This is an optimization exercise on Yosys and OpenROAD, whose aim is a short achievable clock period and few clock cycles per item, not a production implementation. Function was checked by simulation only, so behaviour that the tests miss may differ from the original. Power figures rest on the tool's default switching activity, not on a simulated workload.

==> run E: inputs <==
==> flow/design.v <==
package mem_pkg;
	localparam int PAGE_OFFSET = 12;
	localparam int VPN_W = 32 - PAGE_OFFSET;
	localparam int PPN_W = 8;
	localparam int PHYS_ADDR_W = PPN_W + PAGE_OFFSET;
	localparam int TLB_ENTRIES = 8;
	localparam int TLB_IDX_W = $clog2(TLB_ENTRIES);
	localparam int LINE_BYTES = 16;
	localparam int CACHE_LINES = 16;
	localparam int LINE_W = LINE_BYTES * 8;
	localparam int LINE_OFF_W = $clog2(LINE_BYTES);
	localparam int WORD_SEL_W = LINE_OFF_W - 2;                  
	localparam int INDEX_W = $clog2(CACHE_LINES);
	localparam int TAG_W = PHYS_ADDR_W - INDEX_W - LINE_OFF_W;
	typedef struct packed {
		logic [31:0] vaddr;
		logic [31:0] wdata;
		logic        store;
		logic        word;                                       
		logic        priv;                                       
	} mem_req_t;
	typedef enum logic [1:0] {
		ST_OK,
		ST_TLB_MISS,
		ST_PRIV_FAULT
	} mem_status_t;
	typedef struct packed {
		logic [31:0] rdata;
		mem_status_t status;
	} mem_resp_t;
	typedef struct packed {
		logic [VPN_W-1:0] vpn;
		logic [PPN_W-1:0] ppn;
		logic             kernel;
	} tlb_entry_t;
	typedef struct packed {
		logic [PHYS_ADDR_W-1:0] paddr;
		logic                   store;
		logic [3:0]             mask;                            
		logic [31:0]            wdata;                           
	} cache_req_t;
	typedef struct packed {
		logic [PHYS_ADDR_W-1:0] addr;                            
		logic                   write;
		logic [LINE_W-1:0]      data;
	} line_req_t;
endpackage
module dtlb (
	input  logic             clock,
	input  logic             reset_i,
	input  logic             lookup_en_i,
	input  logic [mem_pkg::VPN_W-1:0] lookup_vpn_i,
	output logic             hit_o,
	output logic [mem_pkg::PPN_W-1:0] ppn_o,
	output logic             kernel_o,
	input  logic             tlb_we_i,
	input  mem_pkg::tlb_entry_t       tlb_entry_i
);
	logic [mem_pkg::VPN_W-1:0] vpn_q [mem_pkg::TLB_ENTRIES];
	logic [mem_pkg::PPN_W-1:0] ppn_q [mem_pkg::TLB_ENTRIES];
	logic kernel_q [mem_pkg::TLB_ENTRIES];
	logic [mem_pkg::TLB_ENTRIES-1:0] valid_q;
	logic [mem_pkg::TLB_IDX_W-1:0] rr_q;                                  
	logic [mem_pkg::TLB_ENTRIES-1:0] lk_match;
	logic [mem_pkg::TLB_ENTRIES-1:0] wr_match;
	logic [mem_pkg::PPN_W-1:0] ppn_sel;
	logic kernel_sel;
	logic [mem_pkg::TLB_IDX_W-1:0] wr_slot;
	always_comb begin
		ppn_sel = '0;
		kernel_sel = 1'b0;
		wr_slot = rr_q;
		for (int i = 0; i < mem_pkg::TLB_ENTRIES; i++) begin
			lk_match[i] = valid_q[i] && (vpn_q[i] == lookup_vpn_i);
			wr_match[i] = valid_q[i] && (vpn_q[i] == tlb_entry_i.vpn);
			if (lk_match[i]) begin
				ppn_sel |= ppn_q[i];
				kernel_sel |= kernel_q[i];
			end
			if (wr_match[i]) begin
				wr_slot = mem_pkg::TLB_IDX_W'(i);                         
			end
		end
	end
	always_ff @(posedge clock) begin
		if (reset_i) begin
			valid_q <= '0;
			rr_q <= '0;
			hit_o <= 1'b0;
		end else begin
			if (lookup_en_i) begin
				hit_o <= |lk_match;
			end
			if (tlb_we_i) begin
				valid_q[wr_slot] <= 1'b1;
				if (!(|wr_match)) begin
					rr_q <= rr_q + 1'b1;
				end
			end
		end
	end
	always_ff @(posedge clock) begin
		if (lookup_en_i) begin
			ppn_o <= ppn_sel;
			kernel_o <= kernel_sel;
		end
		if (tlb_we_i) begin
			vpn_q[wr_slot] <= tlb_entry_i.vpn;
			ppn_q[wr_slot] <= tlb_entry_i.ppn;
			kernel_q[wr_slot] <= tlb_entry_i.kernel;
		end
	end
endmodule
module data_cache (
	input  logic              clock,
	input  logic              reset_i,
	input  logic              req_valid_i,
	output logic              req_ready_o,
	input  mem_pkg::cache_req_t        req_i,
	output logic              done_o,
	output logic [31:0]       rdata_o,
	output logic              mem_req_valid_o,
	input  logic              mem_req_ready_i,
	output mem_pkg::line_req_t         mem_req_o,
	input  logic              mem_rvalid_i,
	input  logic [mem_pkg::LINE_W-1:0] mem_rdata_i
);
	typedef enum logic [2:0] {
		C_IDLE,
		C_WRITEBACK,
		C_FILL_REQ,
		C_FILL_WAIT,
		C_REPLAY
	} cache_state_t;
	cache_state_t state_q;
	logic [mem_pkg::LINE_W-1:0] data_q [mem_pkg::CACHE_LINES];
	logic [mem_pkg::TAG_W-1:0] tag_q [mem_pkg::CACHE_LINES];
	logic [mem_pkg::CACHE_LINES-1:0] valid_q;
	logic [mem_pkg::CACHE_LINES-1:0] dirty_q;
	mem_pkg::cache_req_t held_q;                                          
	mem_pkg::cache_req_t acc;
	logic [mem_pkg::INDEX_W-1:0] idx;
	logic [mem_pkg::TAG_W-1:0] tag;
	logic [mem_pkg::WORD_SEL_W-1:0] wsel;
	logic hit;
	logic victim_dirty;
	logic do_access;
	logic start_miss;
	logic [mem_pkg::LINE_W-1:0] cur_line;
	logic [mem_pkg::LINE_W-1:0] new_line;
	logic [31:0] old_word;
	logic [31:0] new_word;
	mem_pkg::line_req_t wb_req;
	mem_pkg::line_req_t fill_req;
	assign acc = (state_q == C_IDLE) ? req_i : held_q;
	assign idx = acc.paddr[mem_pkg::LINE_OFF_W +: mem_pkg::INDEX_W];
	assign tag = acc.paddr[mem_pkg::PHYS_ADDR_W-1 -: mem_pkg::TAG_W];
	assign wsel = acc.paddr[2 +: mem_pkg::WORD_SEL_W];
	assign hit = valid_q[idx] && (tag_q[idx] == tag);
	assign victim_dirty = valid_q[idx] && dirty_q[idx];
	assign req_ready_o = (state_q == C_IDLE);
	assign do_access = (req_ready_o && req_valid_i && hit) || (state_q == C_REPLAY);
	assign start_miss = req_ready_o && req_valid_i && !hit;
	always_comb begin
		cur_line = data_q[idx];
		old_word = cur_line[wsel*32 +: 32];
		for (int b = 0; b < 4; b++) begin
			new_word[b*8 +: 8] = acc.mask[b] ? acc.wdata[b*8 +: 8] : old_word[b*8 +: 8];
		end
		new_line = cur_line;
		new_line[wsel*32 +: 32] = new_word;
	end
	assign wb_req = {tag_q[idx], idx, {mem_pkg::LINE_OFF_W{1'b0}}, 1'b1, cur_line};
	assign fill_req = {tag, idx, {mem_pkg::LINE_OFF_W{1'b0}}, 1'b0, {mem_pkg::LINE_W{1'b0}}};
	always_ff @(posedge clock) begin
		if (reset_i) begin
			state_q <= C_IDLE;
			valid_q <= '0;
			dirty_q <= '0;
			mem_req_valid_o <= 1'b0;
			done_o <= 1'b0;
		end else begin
			done_o <= do_access;
			if (do_access && acc.store) begin
				dirty_q[idx] <= 1'b1;
			end
			case (state_q)
				C_IDLE: begin
					if (start_miss) begin
						mem_req_valid_o <= 1'b1;
						state_q <= victim_dirty ? C_WRITEBACK : C_FILL_REQ;
					end
				end
				C_WRITEBACK: begin
					if (mem_req_ready_i) begin
						state_q <= C_FILL_REQ;               
					end
				end
				C_FILL_REQ: begin
					if (mem_req_ready_i) begin
						mem_req_valid_o <= 1'b0;
						state_q <= C_FILL_WAIT;
					end
				end
				C_FILL_WAIT: begin
					if (mem_rvalid_i) begin
						valid_q[idx] <= 1'b1;
						dirty_q[idx] <= 1'b0;
						state_q <= C_REPLAY;
					end
				end
				default: state_q <= C_IDLE;                  
			endcase
		end
	end
	always_ff @(posedge clock) begin
		if (do_access) begin
			rdata_o <= old_word;
			if (acc.store) begin
				data_q[idx] <= new_line;
			end
		end
		if (start_miss) begin
			held_q <= req_i;
			mem_req_o <= victim_dirty ? wb_req : fill_req;
		end
		if (state_q == C_WRITEBACK && mem_req_ready_i) begin
			mem_req_o <= fill_req;
		end
		if (state_q == C_FILL_WAIT && mem_rvalid_i) begin
			data_q[idx] <= mem_rdata_i;
			tag_q[idx] <= tag;
		end
	end
endmodule
module mem_stage (
	input  logic             clock,
	input  logic             reset_i,
	input  logic             req_valid_i,
	output logic             req_ready_o,
	input  mem_pkg::mem_req_t         req_i,
	output logic             resp_valid_o,
	input  logic             resp_ready_i,
	output mem_pkg::mem_resp_t        resp_o,
	output logic             lookup_en_o,
	output logic [mem_pkg::VPN_W-1:0] lookup_vpn_o,
	input  logic             tlb_hit_i,
	input  logic [mem_pkg::PPN_W-1:0] tlb_ppn_i,
	input  logic             tlb_kernel_i,
	output logic             cache_valid_o,
	input  logic             cache_ready_i,
	output mem_pkg::cache_req_t       cache_req_o,
	input  logic             cache_done_i,
	input  logic [31:0]      cache_rdata_i
);
	typedef enum logic [1:0] {
		S_IDLE,
		S_TRANSLATE,
		S_ACCESS,
		S_RESPOND
	} stage_state_t;
	stage_state_t state_q;
	mem_pkg::mem_req_t req_q;
	mem_pkg::mem_resp_t resp_q;
	logic priv_fault;
	logic [7:0] load_byte;
	assign req_ready_o = (state_q == S_IDLE);
	assign resp_valid_o = (state_q == S_RESPOND);
	assign resp_o = resp_q;
	assign lookup_en_o = req_valid_i && req_ready_o;
	assign lookup_vpn_o = req_i.vaddr[31:mem_pkg::PAGE_OFFSET];
	assign priv_fault = tlb_kernel_i && !req_q.priv;
	assign cache_valid_o = (state_q == S_TRANSLATE) && tlb_hit_i && !priv_fault;
	assign cache_req_o.paddr = {tlb_ppn_i, req_q.vaddr[mem_pkg::PAGE_OFFSET-1:0]};
	assign cache_req_o.store = req_q.store;
	assign cache_req_o.mask = req_q.word ? 4'b1111 : (4'b0001 << req_q.vaddr[1:0]);
	assign cache_req_o.wdata = req_q.word ? req_q.wdata : {4{req_q.wdata[7:0]}};
	assign load_byte = cache_rdata_i[{req_q.vaddr[1:0], 3'b000} +: 8];
	always_ff @(posedge clock) begin
		if (reset_i) begin
			state_q <= S_IDLE;
		end else begin
			case (state_q)
				S_IDLE: if (lookup_en_o) state_q <= S_TRANSLATE;
				S_TRANSLATE: begin
					if (!tlb_hit_i || priv_fault) begin
						state_q <= S_RESPOND;
					end else if (cache_ready_i) begin
						state_q <= S_ACCESS;
					end
				end
				S_ACCESS: if (cache_done_i) state_q <= S_RESPOND;
				default: if (resp_ready_i) state_q <= S_IDLE;
			endcase
		end
	end
	always_ff @(posedge clock) begin
		if (lookup_en_o) begin
			req_q <= req_i;
		end
		if (state_q == S_TRANSLATE && !tlb_hit_i) begin
			resp_q.rdata <= '0;
			resp_q.status <= mem_pkg::ST_TLB_MISS;
		end else if (state_q == S_TRANSLATE && priv_fault) begin
			resp_q.rdata <= '0;
			resp_q.status <= mem_pkg::ST_PRIV_FAULT;
		end else if (state_q == S_ACCESS && cache_done_i) begin
			resp_q.status <= mem_pkg::ST_OK;
			if (req_q.store) begin
				resp_q.rdata <= '0;                              
			end else begin
				resp_q.rdata <= req_q.word ? cache_rdata_i : {24'b0, load_byte};
			end
		end
	end
endmodule
module mem_subsystem (
	input  logic              clock,
	input  logic              reset_i,
	input  logic              req_valid_i,
	output logic              req_ready_o,
	input  mem_pkg::mem_req_t          req_i,
	output logic              resp_valid_o,
	input  logic              resp_ready_i,
	output mem_pkg::mem_resp_t         resp_o,
	input  logic              tlb_we_i,
	input  mem_pkg::tlb_entry_t        tlb_entry_i,
	output logic              mem_req_valid_o,
	input  logic              mem_req_ready_i,
	output mem_pkg::line_req_t         mem_req_o,
	input  logic              mem_rvalid_i,
	input  logic [mem_pkg::LINE_W-1:0] mem_rdata_i
);
	logic lookup_en;
	logic [mem_pkg::VPN_W-1:0] lookup_vpn;
	logic tlb_hit;
	logic [mem_pkg::PPN_W-1:0] tlb_ppn;
	logic tlb_kernel;
	logic cache_valid;
	logic cache_ready;
	mem_pkg::cache_req_t cache_req;
	logic cache_done;
	logic [31:0] cache_rdata;
	mem_stage stage0 (
		.clock, .reset_i,
		.req_valid_i, .req_ready_o, .req_i,
		.resp_valid_o, .resp_ready_i, .resp_o,
		.lookup_en_o(lookup_en), .lookup_vpn_o(lookup_vpn),
		.tlb_hit_i(tlb_hit), .tlb_ppn_i(tlb_ppn), .tlb_kernel_i(tlb_kernel),
		.cache_valid_o(cache_valid), .cache_ready_i(cache_ready), .cache_req_o(cache_req),
		.cache_done_i(cache_done), .cache_rdata_i(cache_rdata)
	);
	dtlb dtlb0 (
		.clock, .reset_i,
		.lookup_en_i(lookup_en), .lookup_vpn_i(lookup_vpn),
		.hit_o(tlb_hit), .ppn_o(tlb_ppn), .kernel_o(tlb_kernel),
		.tlb_we_i, .tlb_entry_i
	);
	data_cache cache0 (
		.clock, .reset_i,
		.req_valid_i(cache_valid), .req_ready_o(cache_ready), .req_i(cache_req),
		.done_o(cache_done), .rdata_o(cache_rdata),
		.mem_req_valid_o, .mem_req_ready_i, .mem_req_o,
		.mem_rvalid_i, .mem_rdata_i
	);
endmodule
module mem_top (
	input  logic         clock,
	input  logic         reset_i,
	input  logic         req_valid_i,
	output logic         req_ready_o,
	input  logic [31:0]  req_vaddr_i,
	input  logic [31:0]  req_wdata_i,
	input  logic         req_store_i,
	input  logic         req_word_i,
	input  logic         req_priv_i,
	output logic         resp_valid_o,
	input  logic         resp_ready_i,
	output logic [31:0]  resp_rdata_o,
	output logic [1:0]   resp_status_o,
	input  logic         tlb_we_i,
	input  logic [19:0]  tlb_vpn_i,
	input  logic [7:0]   tlb_ppn_i,
	input  logic         tlb_kernel_i,
	output logic         mem_req_valid_o,
	input  logic         mem_req_ready_i,
	output logic [19:0]  mem_req_addr_o,
	output logic         mem_req_write_o,
	output logic [127:0] mem_req_data_o,
	input  logic         mem_rvalid_i,
	input  logic [127:0] mem_rdata_i
);
	mem_pkg::mem_req_t req;
	mem_pkg::mem_resp_t resp;
	mem_pkg::tlb_entry_t tlb_entry;
	mem_pkg::line_req_t mem_req;
	assign req.vaddr = req_vaddr_i;
	assign req.wdata = req_wdata_i;
	assign req.store = req_store_i;
	assign req.word = req_word_i;
	assign req.priv = req_priv_i;
	assign resp_rdata_o = resp.rdata;
	assign resp_status_o = resp.status;
	assign tlb_entry.vpn = tlb_vpn_i;
	assign tlb_entry.ppn = tlb_ppn_i;
	assign tlb_entry.kernel = tlb_kernel_i;
	assign mem_req_addr_o = mem_req.addr;
	assign mem_req_write_o = mem_req.write;
	assign mem_req_data_o = mem_req.data;
	mem_subsystem sub0 (
		.clock, .reset_i,
		.req_valid_i, .req_ready_o, .req_i(req),
		.resp_valid_o, .resp_ready_i, .resp_o(resp),
		.tlb_we_i, .tlb_entry_i(tlb_entry),
		.mem_req_valid_o, .mem_req_ready_i, .mem_req_o(mem_req),
		.mem_rvalid_i, .mem_rdata_i
	);
endmodule
==> flow/run.sh <==
#!/bin/bash
# synth_recipe.tcl (not shown) runs the flow's synth.tcl, then flattens the netlist and writes it again
# the make line also repeats each setting of config.mk as NAME=value (left out here)
make -C /OpenROAD-flow-scripts/flow DESIGN_CONFIG=/design/flow/config.mk WORK_HOME=/design/flow/orfs CLKGATE_MAP_FILE= SYNTH_SCRIPT=/design/flow/synth_recipe.tcl finish
==> flow/config.mk <==
export PLATFORM = sky130hd
export DESIGN_NAME = mem_top
export DESIGN_NICKNAME = mem_top
export VERILOG_FILES = /design/flow/design.v
export SDC_FILE = /design/flow/constraint.sdc
export NUM_CORES = 4
export LEC_CHECK = 0
export CAP_MARGIN = 20
export CORE_MARGIN = 2
export CORE_UTILIZATION = 40
export SLEW_MARGIN = 20
==> flow/constraint.sdc <==
create_clock -name core_clock -period 8.0 [get_ports {clock}]
set_input_delay 1.6000 -clock core_clock [delete_from_list [all_inputs] [get_ports {clock}]]
set_output_delay 1.6000 -clock core_clock [all_outputs]
set_load 0.01 [all_outputs]
==> run B (differences from run E) <==
- SETUP_SLACK_MARGIN: default -> 5
- TNS_END_PERCENT: default -> 5
==> impl_results.md <==
- Worst reg-to-reg path cell count: 15
- Pint: between 30 and 40 mW
- DR vias/cell: around 6.3
- DR WL met3: ~63 mm
- CTS Buf Count: 310
- R2R setup slack: about 3.6 ns
- Pwr Density: between 300 and 400 nW/µm²
- Seq area share: 0.554
- CP arrival: 5.09 ns
- Tmin final: 4.43 ns
- Status: finished clean
- Detailed Route WL: around 480 mm
- Multi-input logic area: approximately 37000 µm²
(the above is from run B)
==> impl_results.md <==
- Pwr Density: roughly 340 nW/µm²
- Worst reg-to-reg path cell count: 12
- Status: finished clean
- Pint: 31.1 mW
- Most frequent cell after synthesis: edfxtp_1
- R2R setup slack: between 1 and 1.5 ns
- Seq area share: 0.600
- DR vias/cell: around 6
- Multi-input combinational area share: 0.246
- Worst slack, placed: roughly 1.4 ns
- Worst-path maximum fanout: between 70 and 80
- Detailed Route WL: 398 mm
- Multi-input logic area: between 30000 and 40000 µm²
- # diodes: 10
- Most used DFF post-synth: edfxtp_1
- Remaining DRCs: 0
- Tmin final: approximately 6.7 ns
- Die Wd: approximately 550 µm
- CTS Buf Count: a little over 300
- CP arrival: approximately 7.2 ns
(the above is from run E)
Testbench counts of run E, summed over its fixed seeds: cycles 16,563, items 3,200.
Testbench counts of run B, summed over its fixed seeds: cycles 16,563, items 3,200.

-- separate check: timing with driven ports --
The flow's constraints put no driver on any port. The routed layouts listed below were extracted and timed again, unchanged, in two steps. Step 1 (the two cells are an assumption about what drives the block):
set clk [get_ports {clock}]
set_driving_cell -lib_cell sky130_fd_sc_hd__clkbuf_16 $clk
set_driving_cell -lib_cell sky130_fd_sc_hd__buf_2 [delete_from_list [all_inputs] $clk]
Step 2 adds t to the input delays and takes it off the output delays; t is the mean of the earliest and latest rising clock arrival at the registers after step 1. Input paths then give back, and output paths get back, about the clock's delay inside the block. a / b / c = no drivers / after step 1 / after step 2; a / b = the first two.
run	shift t [ns]	setup WS [ns]	slew at the worst register clock pin (ns)
run E	0.990	1.309 / 1.309 / 1.309	0.07 / 0.07
run B	1.019	3.565 / 3.565 / 2.661	0.07 / 0.07
After both steps every run listed still meets setup and hold. For run B, which loses most, drivers alone change the setup slack by 0.000 ns; drivers and shift together by -0.904 ns.
